From an optimization exercise on the open Yosys and OpenROAD flow, aimed at small area, a short achievable clock period and few clock cycles per item; shortcuts taken in it are not production practice.
Only the layout flow was run in this run; the RTL was not checked for function there.
Power figures rest on the tool's default switching activity, not on a simulated workload.

<file path="flow/design.v">
`default_nettype none
package lucs_pkg;
	localparam int FIELD_W = 12;
	localparam int SIZE_COUNT = 4;
	localparam int WORD_W = 64;
	localparam int WORD_LW = $clog2(WORD_W);
	localparam int N_WORDS = 4096 / WORD_W;
	localparam int QW = FIELD_W - WORD_LW;
endpackage
`default_nettype wire
`default_nettype none
module lucs_bitmem #(
	parameter int W = 64,
	parameter int DEPTH = 62
) (
	input  wire logic                 clk,
	input  wire logic [W-1:0]         wr_word,
	output logic [DEPTH-1:0][W-1:0]   hist
);
	always_ff @(posedge clk) begin
		hist <= {hist[DEPTH-2:0], wr_word};
	end
endmodule
`default_nettype wire
`default_nettype none
module largest_unreachable_coin_sum_core (
	input  wire logic               clk,
	input  wire logic               arst_n,
	input  wire logic               in_valid,
	output logic                    in_stall,
	input  wire logic [lucs_pkg::FIELD_W-1:0] size_first,
	input  wire logic [lucs_pkg::FIELD_W-1:0] size_second,
	input  wire logic [lucs_pkg::FIELD_W-1:0] size_third,
	input  wire logic [lucs_pkg::FIELD_W-1:0] size_fourth,
	input  wire logic [lucs_pkg::FIELD_W-1:0] upper_limit,
	output logic                    out_valid,
	input  wire logic               out_stall,
	output logic [lucs_pkg::FIELD_W-1:0]      largest_gap,
	output logic                    all_reachable
);
	localparam int FW = lucs_pkg::FIELD_W;
	localparam int NS = lucs_pkg::SIZE_COUNT;
	localparam int W  = lucs_pkg::WORD_W;
	localparam int LW = lucs_pkg::WORD_LW;
	localparam int QW = lucs_pkg::QW;
	localparam int NW = lucs_pkg::N_WORDS;
	localparam int HD = NW - 2;
	localparam int NF = 3;
	logic          a_valid;
	logic [FW-1:0] a_size [NS];
	logic [FW-1:0] a_lim;
	logic          b_valid;
	logic [FW-1:0] b_size [NS];
	logic [FW-1:0] b_lim;
	logic [FW-1:0] b_lorig;
	logic          b_red;
	logic          a_move;
	logic          take;
	assign in_stall = a_valid;
	assign a_move   = a_valid && (!b_valid || take);
	always_ff @(posedge clk or negedge arst_n) begin
		if (!arst_n) begin
			a_valid <= 1'b0;
		end else if (a_valid) begin
			a_valid <= !a_move;
		end else begin
			a_valid <= in_valid;
		end
	end
	always_ff @(posedge clk) begin
		if (!a_valid) begin
			a_size[0] <= size_first;
			a_size[1] <= size_second;
			a_size[2] <= size_third;
			a_size[3] <= size_fourth;
			a_lim     <= upper_limit;
		end
	end
	logic [NS-1:0] b_use;
	logic          b_any;
	logic          b_even;
	logic          b_half;
	logic          b_ready;
	always_comb begin
		b_even = 1'b1;
		for (int k = 0; k < NS; k++) begin
			b_use[k] = (b_size[k] != '0) && (b_size[k] <= b_lim);
			if (b_use[k] && b_size[k][0]) b_even = 1'b0;
		end
		b_any   = |b_use;
		b_half  = b_any && b_even && !b_lim[0];
		b_ready = b_valid && !b_half;
	end
	always_ff @(posedge clk or negedge arst_n) begin
		if (!arst_n) begin
			b_valid <= 1'b0;
		end else if (a_move) begin
			b_valid <= 1'b1;
		end else if (take) begin
			b_valid <= 1'b0;
		end
	end
	always_ff @(posedge clk) begin
		if (a_move) begin
			for (int k = 0; k < NS; k++) b_size[k] <= a_size[k];
			b_lim   <= a_lim;
			b_lorig <= a_lim;
			b_red   <= 1'b0;
		end else if (b_valid && b_half) begin
			for (int k = 0; k < NS; k++) b_size[k] <= b_use[k] ? (b_size[k] >> 1) : '0;
			b_lim <= b_lim >> 1;
			b_red <= 1'b1;
		end
	end
	logic          b_direct;
	logic [FW-1:0] b_dgap;
	logic          b_dall;
	logic [6:0]    b_amin;      
	logic          b_asmall;
	logic [2:0]    b_nsq;
	logic [W-1:0]  b_r0;
	logic [NS-1:0] b_small;
	always_comb begin
		b_amin   = 7'd127;
		b_r0     = '0;
		b_r0[0]  = 1'b1;
		for (int k = 0; k < NS; k++) begin
			b_small[k] = b_use[k] && (b_size[k] <= FW'(W));
			if (b_small[k] && (b_size[k][6:0] < b_amin)) b_amin = b_size[k][6:0];
			if (b_use[k] && (b_size[k] < FW'(W))) b_r0[b_size[k][LW-1:0]] = 1'b1;
		end
		b_asmall = |b_small;
		if (b_amin >= 7'd32)      b_nsq = 3'd0;
		else if (b_amin >= 7'd22) b_nsq = 3'd1;
		else if (b_amin >= 7'd13) b_nsq = 3'd2;
		else if (b_amin >= 7'd8)  b_nsq = 3'd3;
		else if (b_amin >= 7'd4)  b_nsq = 3'd4;
		else if (b_amin >= 7'd2)  b_nsq = 3'd5;
		else                      b_nsq = 3'd6;
		b_direct = 1'b0;
		b_dgap   = b_lorig;
		b_dall   = 1'b0;
		if (!b_any) begin
			b_direct = 1'b1;
			b_dall   = (b_lorig == '0);
		end else if (b_even) begin
			b_direct = 1'b1;
		end else if (b_amin == 7'd1) begin
			b_direct = 1'b1;
			if (b_red) begin
				b_dgap = b_lorig - 1'b1;
			end else begin
				b_dgap = '0;
				b_dall = 1'b1;
			end
		end
	end
	typedef enum logic [1:0] {
		DP_IDLE,
		DP_SQ,
		DP_RUN,
		DP_DIRECT
	} dp_state_t;
	dp_state_t     st;
	logic [QW-1:0] c;
	logic [2:0]    sqn;
	logic [NS-1:0] cu;
	logic [QW-1:0] cq [NS];
	logic [LW-1:0] cr [NS];
	logic [W-1:0]  r0;
	logic [QW-1:0] clast;
	logic [LW-1:0] cllo;
	logic [6:0]    ca;
	logic          casmall;
	logic          cred;
	logic [FW-1:0] clorig;
	logic [FW-1:0] cdgap;
	logic          cdall;
	logic          abort;
	logic          dp_free;
	logic [2:0]    npend;
	logic          room;
	logic          pop;
	assign room    = (npend < 3'(NF));
	assign dp_free = (st == DP_IDLE) || (st == DP_DIRECT) || ((st == DP_RUN) && ((c == clast) || abort));
	assign take    = dp_free && b_ready && room;
	logic [HD-1:0][W-1:0] hist;
	logic [W-1:0] y;
	lucs_bitmem #(
		.W    (W),
		.DEPTH(HD)
	) u_hist (
		.clk    (clk),
		.wr_word(y),
		.hist   (hist)
	);
	logic [NS-1:0][W-1:0] far_q;
	logic [NS-1:0][W-1:0] wb_q;
	logic [NS-1:0][W-1:0] wa_raw;
	logic [NS-1:0][W-1:0] win;
	logic [NS-1:0][W-1:0] far_d;
	logic [W-1:0]   wa;
	logic [W-1:0]   wb;
	logic [2*W-1:0] pair;
	always_comb begin
		for (int k = 0; k < NS; k++) begin
			wa_raw[k] = (cq[k] == QW'(1)) ? hist[0] : far_q[k];
			wa = (cu[k] && (cq[k] != '0) && (c >= cq[k])) ? wa_raw[k] : '0;
			wb = (cu[k] && (c > cq[k])) ? ((cq[k] == '0) ? hist[0] : wb_q[k]) : '0;
			pair   = {wa, wb} << cr[k];
			win[k] = pair[2*W-1:W];
			far_d[k] = '0;
			for (int j = 0; j < HD; j++) begin
				if (cq[k] == QW'(j + 2)) far_d[k] = far_d[k] | hist[j];
			end
		end
	end
	always_ff @(posedge clk) begin
		for (int k = 0; k < NS; k++) begin
			far_q[k] <= far_d[k];
			wb_q[k]  <= wa_raw[k];
		end
	end
	logic [W-1:0] x;
	always_comb begin
		x = '0;
		for (int k = 0; k < NS; k++) x = x | win[k];
		if (c == '0) x[0] = 1'b1;
		if (st == DP_SQ) x = x | r0;
		for (int i = 0; i < W; i++) begin
			y[i] = x[i];
			for (int d = 1; d <= i; d++) begin
				y[i] = y[i] | (r0[d] & x[i-d]);
			end
		end
	end
	always_ff @(posedge clk or negedge arst_n) begin
		if (!arst_n) begin
			st <= DP_IDLE;
		end else if (take) begin
			if (b_direct)            st <= DP_DIRECT;
			else if (b_nsq != '0)    st <= DP_SQ;
			else                     st <= DP_RUN;
		end else if (dp_free) begin
			st <= DP_IDLE;
		end else if ((st == DP_SQ) && (sqn == 3'd1)) begin
			st <= DP_RUN;
		end
	end
	always_ff @(posedge clk) begin
		if (take) begin
			c      <= '0;
			sqn    <= b_nsq;
			r0     <= b_r0;
			for (int k = 0; k < NS; k++) begin
				cu[k] <= b_use[k];
				cq[k] <= b_size[k][FW-1:LW];
				cr[k] <= b_size[k][LW-1:0];
			end
			clast   <= b_lim[FW-1:LW];
			cllo    <= b_lim[LW-1:0];
			ca      <= b_amin;
			casmall <= b_asmall;
			cred    <= b_red;
			clorig  <= b_lorig;
			cdgap   <= b_dgap;
			cdall   <= b_dall;
		end else begin
			if (st == DP_SQ) begin
				r0  <= y;
				sqn <= sqn - 1'b1;
			end
			if (st == DP_RUN) c <= c + 1'b1;
		end
	end
	logic          e_valid;
	logic          e_direct;
	logic          e_first;
	logic          e_last;
	logic [QW-1:0] e_c;
	logic [LW-1:0] e_llo;
	logic [6:0]    e_a;
	logic          e_asmall;
	logic          e_red;
	logic [FW-1:0] e_lorig;
	logic [FW-1:0] e_dgap;
	logic          e_dall;
	always_ff @(posedge clk or negedge arst_n) begin
		if (!arst_n) begin
			e_valid <= 1'b0;
		end else begin
			e_valid <= ((st == DP_RUN) && !abort) || (st == DP_DIRECT);
		end
	end
	always_ff @(posedge clk) begin
		e_direct <= (st == DP_DIRECT);
		e_first  <= (c == '0);
		e_last   <= (c == clast);
		e_c      <= c;
		e_llo    <= cllo;
		e_a      <= ca;
		e_asmall <= casmall;
		e_red    <= cred;
		e_lorig  <= clorig;
		e_dgap   <= cdgap;
		e_dall   <= cdall;
	end
	logic [W-1:0]  zm;
	logic          zfound;
	logic [LW-1:0] zidx;
	logic          run_ok;
	logic          lz_found;
	logic [FW-1:0] lz;
	logic          push;
	logic [FW-1:0] push_gap;
	logic          push_all;
	logic [W-1:0]  d0;
	logic          found;
	logic [FW-1:0] val;
	always_comb begin
		d0 = hist[0];
		for (int i = 0; i < W; i++) begin
			zm[i] = !d0[i] && (!e_last || (LW'(i) <= e_llo));
		end
		zfound = |zm;
		zidx   = '0;
		for (int i = 0; i < W; i++) begin
			if (zm[i]) zidx = LW'(i);
		end
		run_ok = e_asmall;
		for (int i = 0; i < W; i++) begin
			if ((i + 32'(e_a) >= W) && !d0[i]) run_ok = 1'b0;
		end
		abort = e_valid && !e_direct && !e_last && run_ok;
		found = zfound || (lz_found && !e_first);
		val   = zfound ? {e_c, zidx} : lz;
		push  = e_valid && (e_direct || e_last || run_ok);
		if (e_direct) begin
			push_gap = e_dgap;
			push_all = e_dall;
		end else if (e_red) begin
			push_gap = (e_last && !d0[e_llo]) ? e_lorig : (e_lorig - 1'b1);
			push_all = 1'b0;
		end else begin
			push_gap = found ? val : '0;
			push_all = !found;
		end
	end
	always_ff @(posedge clk) begin
		if (e_valid && !e_direct) begin
			if (zfound) begin
				lz       <= {e_c, zidx};
				lz_found <= 1'b1;
			end else if (e_first) begin
				lz_found <= 1'b0;
			end
		end
	end
	logic [NF-1:0]         rv;
	logic [NF-1:0][FW-1:0] rg;
	logic [NF-1:0]         ra;
	logic [NF-1:0]         qv;
	logic [NF-1:0][FW-1:0] qg;
	logic [NF-1:0]         qa;
	logic [NF-1:0]         nv;
	logic [NF-1:0][FW-1:0] ng;
	logic [NF-1:0]         na;
	assign pop = rv[0] && !out_stall;
	always_comb begin
		qv = pop ? (rv >> 1) : rv;
		qg = pop ? (rg >> FW) : rg;
		qa = pop ? (ra >> 1) : ra;
		nv = qv;
		ng = qg;
		na = qa;
		if (push) begin
			nv = {qv[NF-2:0], 1'b1};
			for (int i = 0; i < NF; i++) begin
				if (!qv[i] && ((i == 0) || qv[(i == 0) ? 0 : i-1])) begin
					ng[i] = push_gap;
					na[i] = push_all;
				end
			end
		end
	end
	always_ff @(posedge clk or negedge arst_n) begin
		if (!arst_n) begin
			rv    <= '0;
			npend <= '0;
		end else begin
			rv    <= nv;
			npend <= npend + 3'(take) - 3'(pop);
		end
	end
	always_ff @(posedge clk) begin
		rg <= ng;
		ra <= na;
	end
	assign out_valid     = rv[0];
	assign largest_gap   = rg[0];
	assign all_reachable = ra[0];
endmodule
`default_nettype wire
</file>
<file path="flow/run.sh">
#!/bin/bash
# synth_recipe.tcl (not shown) runs the flow's synth.tcl, then flattens the netlist and writes it again
# the make line also repeats each setting of config.mk as NAME=value (left out here)
make -C /OpenROAD-flow-scripts/flow DESIGN_CONFIG=/design/flow/config.mk WORK_HOME=/design/flow/orfs CLKGATE_MAP_FILE= SYNTH_SCRIPT=/design/flow/synth_recipe.tcl finish
</file>
<file path="flow/config.mk">
export PLATFORM = sky130hd
export DESIGN_NAME = largest_unreachable_coin_sum_core
export DESIGN_NICKNAME = largest_unreachable_coin_sum_core
export VERILOG_FILES = /design/flow/design.v
export SDC_FILE = /design/flow/constraint.sdc
export NUM_CORES = 8
export LEC_CHECK = 0
export CAP_MARGIN = 20
export CORE_MARGIN = 2
export CORE_UTILIZATION = 45
export PLACE_DENSITY = 0.6
export SLEW_MARGIN = 20
</file>
<file path="flow/constraint.sdc">
create_clock -name core_clock -period 10.0 [get_ports {clk}]
set_input_delay 2.0000 -clock core_clock [delete_from_list [all_inputs] [get_ports {clk}]]
set_output_delay 2.0000 -clock core_clock [all_outputs]
set_load 0.01 [all_outputs]
</file>
==> run summary <==
-- synthesized netlist by cell type (234+ instances only) --
master	count
sky130_fd_sc_hd__a21oi_1	489
sky130_fd_sc_hd__a221oi_1	3509
sky130_fd_sc_hd__a22o_1	3478
sky130_fd_sc_hd__a22oi_1	2095
sky130_fd_sc_hd__buf_1	345
sky130_fd_sc_hd__clkbuf_1	2294
sky130_fd_sc_hd__dfxtp_1	4571
sky130_fd_sc_hd__edfxtp_1	310
sky130_fd_sc_hd__mux2i_1	441
sky130_fd_sc_hd__mux4_2	530
sky130_fd_sc_hd__nand2_1	1338
sky130_fd_sc_hd__nand3_1	497
sky130_fd_sc_hd__nand4_1	1298
sky130_fd_sc_hd__nor2_1	809
sky130_fd_sc_hd__o21ai_0	505
sky130_fd_sc_hd__o22ai_1	459
sky130_fd_sc_hd__or4_1	234
-- logic make-up after synthesis --
logic type      share of synthesized area
buf+inv                           0.04487
fa+ha+maj                        0.005958
xor+xnor                         0.001593
simple gates                       0.1012
mux                               0.07282
compound gates                     0.3737
flops                              0.3998
-- per-stage QoR --
stage / cell area, µm² / cells
after floorplan: 252900 / 25830
after detailed placement: 269000 / 32180
after global placement: 268700 / 32160
after CTS: 288000 / 33150
-- power groups by stage --
stage	Sequential (W)	Combinational (W)	Clock, W
2_1_floorplan	0.0246	0.0318	0
3_3_place_gp	0.0278	0.0655	0
3_5_place_dp	0.0278	0.0654	0
4_1_cts	0.0274	0.0656	0.0215
-- layer usage --
layer / global-route usage / overflow
met3: 0.9226 / 1674
met1: 0.9521 / 1470
met4: 0.9801 / 3145
met5: 0.7903 / 281
met2: 1.015 / 4424
-- worst max path at each step --
stage | end | slack [ns] | cells past startpoint | startpoint
4_1_cts | cdgap[5] | 0.67 | 44 | b_lim[1]
3_3_place_gp | cdgap[5] | 0.37 | 44 | b_lim[1]
2_1_floorplan | cdgap[11] | 2.00 | 42 | b_size[0][1]
3_5_place_dp | cdgap[5] | 0.78 | 44 | b_lim[1]
==> flow_summary.toml <==
[die]
floorplan.rows = 275
initial_core_util = 0.4514
num_io_pins = 79
dieHeight_um = 753.6
die_width_um = 753.6

[global_route]
maximum_number_of_pins_on_one_net_before_global_route_repair = 136
grt.overflow.total = 10990
grt_pass1_wl_um = 3908000
vias_in_the_first_global_route = 372100
tot_gr_track_use = 0.9625

[clocking]
setup_fix_bufs_post_cts = 0
cts.hold.buffers_added = 0
htree_levels = 6
cts_bufs_inserted = 539
clkSinkCount = 4892
post_cts_gate_resize_count = 0
cts_root_buf = "sky130_fd_sc_hd__clkbuf_16"
clock_tree_buffer_depth = 4

[synthesis]
unique_masters_post_synth = 112
synth.avg_cell_area_um2 = 9.791
yosysWarnings = 6
syn_inst = 25830
synth_edf_count = 310
ys_top_cells_by_area = "sky130_fd_sc_hd__dfxtp_1 (36%), sky130_fd_sc_hd__a221oi_1 (12%), sky130_fd_sc_hd__a22o_1 (12%), sky130_fd_sc_hd__a22oi_1 (6.2%), sky130_fd_sc_hd__mux4_2 (4.7%)"
ys_async_sr_fraction = 0.002249
synth_flop_cell = "sky130_fd_sc_hd__dfxtp_1"
synth.yosys.seq_area_share = 0.3998
flip_flop_and_latch_count_after_synthesis = 4892
synth_top_cell_by_area = "sky130_fd_sc_hd__dfxtp_1"
synth_fp_nets = 26010
mappedNetlistArea_um2 = 252900
yosys.area.top_type_share = 0.3619

[placement]
dpl_worst_slack_ns = 0.7810
place.port_buffers = 78
place.gp.congestion = 1.280
dp.final_hpwl_um = 1649000

[status]
failing_step = "global routing (5_1_grt)"
status = "did not finish"
first-error = "[ERROR GRT-0116] Global routing finished with congestion. Check the congestion regions in the DRC Viewer."
